This is an optimization exercise on Yosys and OpenROAD, whose aim is small area, a short achievable clock period and few clock cycles, not a production implementation. Only simulation tests tie the RTL to the original design; equivalence was not proved.

==> flow/design.v (excerpt) <==
module integer_to_padded_ascii #(
  parameter int MAX_FIELD  = itap_pkg::DEF_MAX_FIELD,
  parameter int VALUE_BITS = itap_pkg::DEF_VALUE_BITS
) (
  input  logic                             clk_i,
  input  logic                             rst_ni,
  input  logic                             s_axis_tvalid,
  output logic                             s_axis_tready,
  input  logic [itap_pkg::IN_TDATA_W-1:0]  s_axis_tdata,
  input  logic [itap_pkg::IN_TUSER_W-1:0]  s_axis_tuser,
  output logic                             m_axis_tvalid,
  input  logic                             m_axis_tready,
  output logic [itap_pkg::OUT_TDATA_W-1:0] m_axis_tdata,
  output logic                             m_axis_tlast
);
Size in the first run: roughly 270 flip-flops, roughly 0.018 mm^2 of cells after synthesis.
clock: 8.0 ns
lec_check: 0
abc_area: 1
cap_margin: 20
core_margin: 2
core_utilization: 40
slew_margin: 20
standard.sh (not shown) runs the stock make flow with config.mk's settings and CLKGATE_MAP_FILE= SYNTH_SCRIPT=/design/flow/synth_recipe.tcl, a recipe that flattens the netlist after the stock synthesis.
==> flow/flow/run.sh <==
#!/bin/bash
# The standard layout (the standard.sh, unchanged synthesis) with two
# changes to how the layout is optimised: the port buffers are plain
# buf_2 cells instead of the delay-cell default, and timing repair aims for a
# larger setup margin. Each make run logs to a file of its own here.
set -euo pipefail
export BUFFER_PORTS_ARGS="-buffer_cell sky130_fd_sc_hd__buf_2"
export SETUP_SLACK_MARGIN="${FLOW_SETUP_MARGIN:-4.7}"
bash standard.sh synth > make_synth.log 2>&1
bash standard.sh finish > make_finish.log 2>&1
Testbench counts at the start, summed over its fixed seeds: cycles 13,131.
Rerun with:
--- a/flow/flow/run.sh
+++ b/flow/flow/run.sh
@@ -6,5 +6,5 @@
 set -euo pipefail
 export BUFFER_PORTS_ARGS="-buffer_cell sky130_fd_sc_hd__buf_2"
-export SETUP_SLACK_MARGIN="${FLOW_SETUP_MARGIN:-4.7}"
+export SETUP_SLACK_MARGIN="${FLOW_SETUP_MARGIN:-5.0}"
 bash standard.sh synth > make_synth.log 2>&1
 bash standard.sh finish > make_finish.log 2>&1
After rerunning:
- design area goes up by 3.0%
- final cell count goes up by about 1.8%
- routed wire length goes up by about 2.4%

## v9
Another version of the RTL of integer_to_padded_ascii (not shown whole).
Size: roughly 250 flip-flops, ~110 I/O pins.
==> flow/config.mk <==
export PLATFORM = sky130hd
export DESIGN_NAME = integer_to_padded_ascii
export DESIGN_NICKNAME = integer_to_padded_ascii
export VERILOG_FILES = /design/flow/design.v
export SDC_FILE = /design/flow/constraint.sdc
export NUM_CORES = 4
export LEC_CHECK = 0
export ABC_AREA = 1
export CAP_MARGIN = 20
export CORE_MARGIN = 2
export CORE_UTILIZATION = 40
export CTS_CLUSTER_DIAMETER = 70
export CTS_CLUSTER_SIZE = 30
export SLEW_MARGIN = 20
==> flow/constraint.sdc <==
create_clock -name core_clock -period 8.0 [get_ports {clk_i}]
set_input_delay 1.6000 -clock core_clock [delete_from_list [all_inputs] [get_ports {clk_i}]]
set_output_delay 1.6000 -clock core_clock [all_outputs]
set_load 0.01 [all_outputs]
==> flow/flow/run.sh <==
#!/bin/bash
# The standard layout (the standard.sh, unchanged synthesis) with two
# changes to how the layout is optimised: the port buffers are plain
# buf_2 cells instead of the delay-cell default, and timing repair aims for a
# larger setup margin. Each make run logs to a file of its own here.
set -euo pipefail
export BUFFER_PORTS_ARGS="-buffer_cell sky130_fd_sc_hd__buf_2"
export SETUP_SLACK_MARGIN="${FLOW_SETUP_MARGIN:-5.0}"
bash standard.sh synth > make_synth.log 2>&1
bash standard.sh finish > make_finish.log 2>&1
Testbench counts of v9, summed over its fixed seeds: cycles 13,131.
For v52, these inputs were changed with respect to v9:
Settings: TNS_END_PERCENT now 5, previously not set; CTS_CLUSTER_SIZE no longer set, was 30; CTS_CLUSTER_DIAMETER no longer set, was 70.
### Flow results
Going from v9 to v52, area of all placed cells without fillers now sits lower; area after synthesis roughly the same.
Sort v9 and v52 by initial antenna violation count desc -> top: v9
Lower non-clock buffering overhead in the final layout goes to v52 over v9.
Measured against v52, the clock-buffer cell count of v9 comes out at 0.72 times the reference value.
Compared v52 vs v9, and portion of the clock cycle consumed by the worst path in the final layout is up in v52.
Input changes introduced in v47 (baseline for comparison: v52):
Settings: TNS_END_PERCENT removed (was 5).
--- outcome ---
On count of multi-input combinational gates, v52 and v47 are neck and neck.
Setup slack was higher in the run labelled v47.
Sum of routed wire length over all layers (higher): v47
The number of cells after detailed placement on v52 is in line with that on v47.
Between v47 and v52, the via count of the first global-routing pass figures differ only marginally.
Looking at v52 and v47, the detail-routed via count per cell is a wash.
Relative to v52, number of ordinary and repair buffers in the finished layout has gone up in v47.
v47 has sequential share of layout area below what v52 had.
#### Input delta (v46 over v47)
Settings: setting CTS_CLUSTER_DIAMETER to 80 for the first time; setting CTS_CLUSTER_SIZE to 22 for the first time.
--- outcome ---
v46 against v47: final wirelength saw a decrease; headroom to the max-slew limit decreased by 0.46 points relative to the old numbers.

## run 1
RTL: one of the versions met above, not the one the previous note started from.
Size in the first run: roughly 2500 cells after synthesis, ~110 I/O pins.
Settings: LEC_CHECK=0, ABC_AREA=1, CAP_MARGIN=20, CORE_MARGIN=2, CORE_UTILIZATION=40, SETUP_SLACK_MARGIN=5, SLEW_MARGIN=20; clock period 8.0 ns.
run.sh (not shown) runs the stock make flow with config.mk's settings and CLKGATE_MAP_FILE= SYNTH_SCRIPT=/design/flow/synth_recipe.tcl, a recipe that flattens the netlist after the stock synthesis.
Stock flow here: none of the scripts above is used.
Run 1 | stages: all done | timing, DRC, antenna: all pass
Testbench counts of run 1, summed over its fixed seeds: cycles 13,131.
For run 2, these inputs were changed with respect to run 1:
# run 1
export LEC_CHECK = 0
export ABC_AREA = 1
export CAP_MARGIN = 20
export CORE_MARGIN = 2
export CORE_UTILIZATION = 40
export SETUP_SLACK_MARGIN = 5
export SLEW_MARGIN = 20
create_clock -name core_clock -period 8.0 [get_ports {clk_i}]
# run 2
export LEC_CHECK = 0
export ABC_AREA = 1
export CAP_MARGIN = 20
export CORE_MARGIN = 2
export CORE_UTILIZATION = 60
export PLACE_DENSITY = 0.7
export SLEW_MARGIN = 20
create_clock -name core_clock -period 8.0 [get_ports {clk_i}]
==> flow/flow/run.sh (new file) <==
#!/bin/bash
# The standard layout (the standard.sh, unchanged synthesis) with two
# changes to how the layout is optimised: the port buffers are plain
# buf_2 cells instead of the delay-cell default, and timing repair aims for a
# larger setup margin. Each make run logs to a file of its own here.
set -euo pipefail
export BUFFER_PORTS_ARGS="-buffer_cell sky130_fd_sc_hd__buf_2"
export SETUP_SLACK_MARGIN="${FLOW_SETUP_MARGIN:-5.0}"
bash standard.sh synth > make_synth.log 2>&1
bash standard.sh finish > make_finish.log 2>&1
==> flow/standard.sh (new file) <==
#!/bin/bash
# synth_recipe.tcl (not shown) runs the flow's synth.tcl, then flattens the netlist and writes it again
# the make line also repeats each setting of config.mk as NAME=value (left out here)
make -C /OpenROAD-flow-scripts/flow DESIGN_CONFIG=/design/flow/config.mk WORK_HOME=/design/flow/orfs CLKGATE_MAP_FILE= SYNTH_SCRIPT=/design/flow/synth_recipe.tcl "${@:-finish}"
removed: flow/run.sh
==> comparison <==
Run 2 vs run 1: met3 layer wire length in the routed design up. Diff run 1 -> run 2: multi-input gate count held steady, number of gates resized after CTS -62, number of global-route vias before repair went down by 587. Relative to run 1, number of nets at the end of the flow has gone down in run 2. Maximum frequency grows slightly when moving from run 1 to run 2. Against run 1, run 2 comes in about 5% lower on wire length on met1.
For run 3, these inputs were changed with respect to run 2:
# run 2
export LEC_CHECK = 0
export ABC_AREA = 1
export CAP_MARGIN = 20
export CORE_MARGIN = 2
export CORE_UTILIZATION = 60
export PLACE_DENSITY = 0.7
export SLEW_MARGIN = 20
create_clock -name core_clock -period 8.0 [get_ports {clk_i}]
# run 3
export LEC_CHECK = 0
export ABC_AREA = 1
export CAP_MARGIN = 20
export CORE_MARGIN = 2
export CORE_UTILIZATION = 40
export SLEW_MARGIN = 20
create_clock -name core_clock -period 8.0 [get_ports {clk_i}]
diff --git a/flow/flow/run.sh b/flow/flow/run.sh
--- a/flow/flow/run.sh
+++ b/flow/flow/run.sh
@@ -6,5 +6,5 @@
 set -euo pipefail
 export BUFFER_PORTS_ARGS="-buffer_cell sky130_fd_sc_hd__buf_2"
-export SETUP_SLACK_MARGIN="${FLOW_SETUP_MARGIN:-5.0}"
+export SETUP_SLACK_MARGIN="${FLOW_SETUP_MARGIN:-5.3}"
 bash standard.sh synth > make_synth.log 2>&1
 bash standard.sh finish > make_finish.log 2>&1
--- outcome ---
- Diff run 2 -> run 3 | total wire length after detailed routing | up by a little under 10%
- [compare] base=run 2 new=run 3: count of multi-input combinational gates held steady; setup slack rose by 110 ps; number of CTS-inserted buffers rose by 6.9%.
- Changes observed in run 3 relative to run 2: vertical die dimension went up 39 µm; fraction of layout cells with a size suffix above 1 picked up an extra 7.2 points; number of max-capacitance violations reported stayed essentially flat; fmax saw an increase.

[afterwards: timing with drivers on the ports]
How much do the figures lean on ideal ports? The routed layouts below were timed once more, with nothing changed but the port constraints. Step 1 sets driving cells, clkbuf_16 on the clock port and buf_2 on the other inputs (assumed; they add their load-dependent delay and slew). Step 2 adds t to the input delays and takes it off the output delays; t is the mean of the earliest and latest rising clock arrival at the registers after step 1. Input paths then give back, and output paths get back, about the clock's delay inside the block. Slacks: ideal ports / drivers / drivers and shift; pairs: ideal ports / drivers.
run | t (ns) | slack for setup (ns) | hold WS [ns] | worst setup path at the end | slew at the worst register clock pin (ns)
the first run of note 1 | 0.617 | 4.851 / 4.851 / 4.292 | 0.418 / 0.418 / 0.418 | input to register | 0.06 / 0.06
the second run of note 1 | 0.623 | 5.062 / 5.062 / 4.514 | 0.421 / 0.421 / 0.421 | input to register | 0.06 / 0.06
v9 | 0.603 | 5.073 / 5.105 / 4.502 | 0.427 / 0.427 / 0.427 | input to register | 0.08 / 0.08
v52 | 0.611 | 5.019 / 5.019 / 4.493 | 0.418 / 0.418 / 0.418 | input to register | 0.06 / 0.06
v47 | 0.638 | 5.117 / 5.117 / 4.520 | 0.419 / 0.419 / 0.419 | input to register | 0.07 / 0.07
v46 | 0.568 | 5.059 / 5.084 / 4.517 | 0.422 / 0.422 / 0.422 | input to register | 0.09 / 0.09
run 1 | 0.623 | 5.037 / 5.067 / 4.451 | 0.419 / 0.419 / 0.419 | input to register | 0.06 / 0.06
run 2 | 0.619 | 5.068 / 5.068 / 4.488 | 0.419 / 0.419 / 0.419 | input to register | 0.07 / 0.07
run 3 | 0.622 | 5.181 / 5.181 / 4.694 | 0.420 / 0.420 / 0.420 | input to register | 0.07 / 0.07
After both steps every run listed still meets setup and hold. The setup slack of v47, which loses most, moves by 0.000 ns with the drivers and by -0.597 ns with both steps.
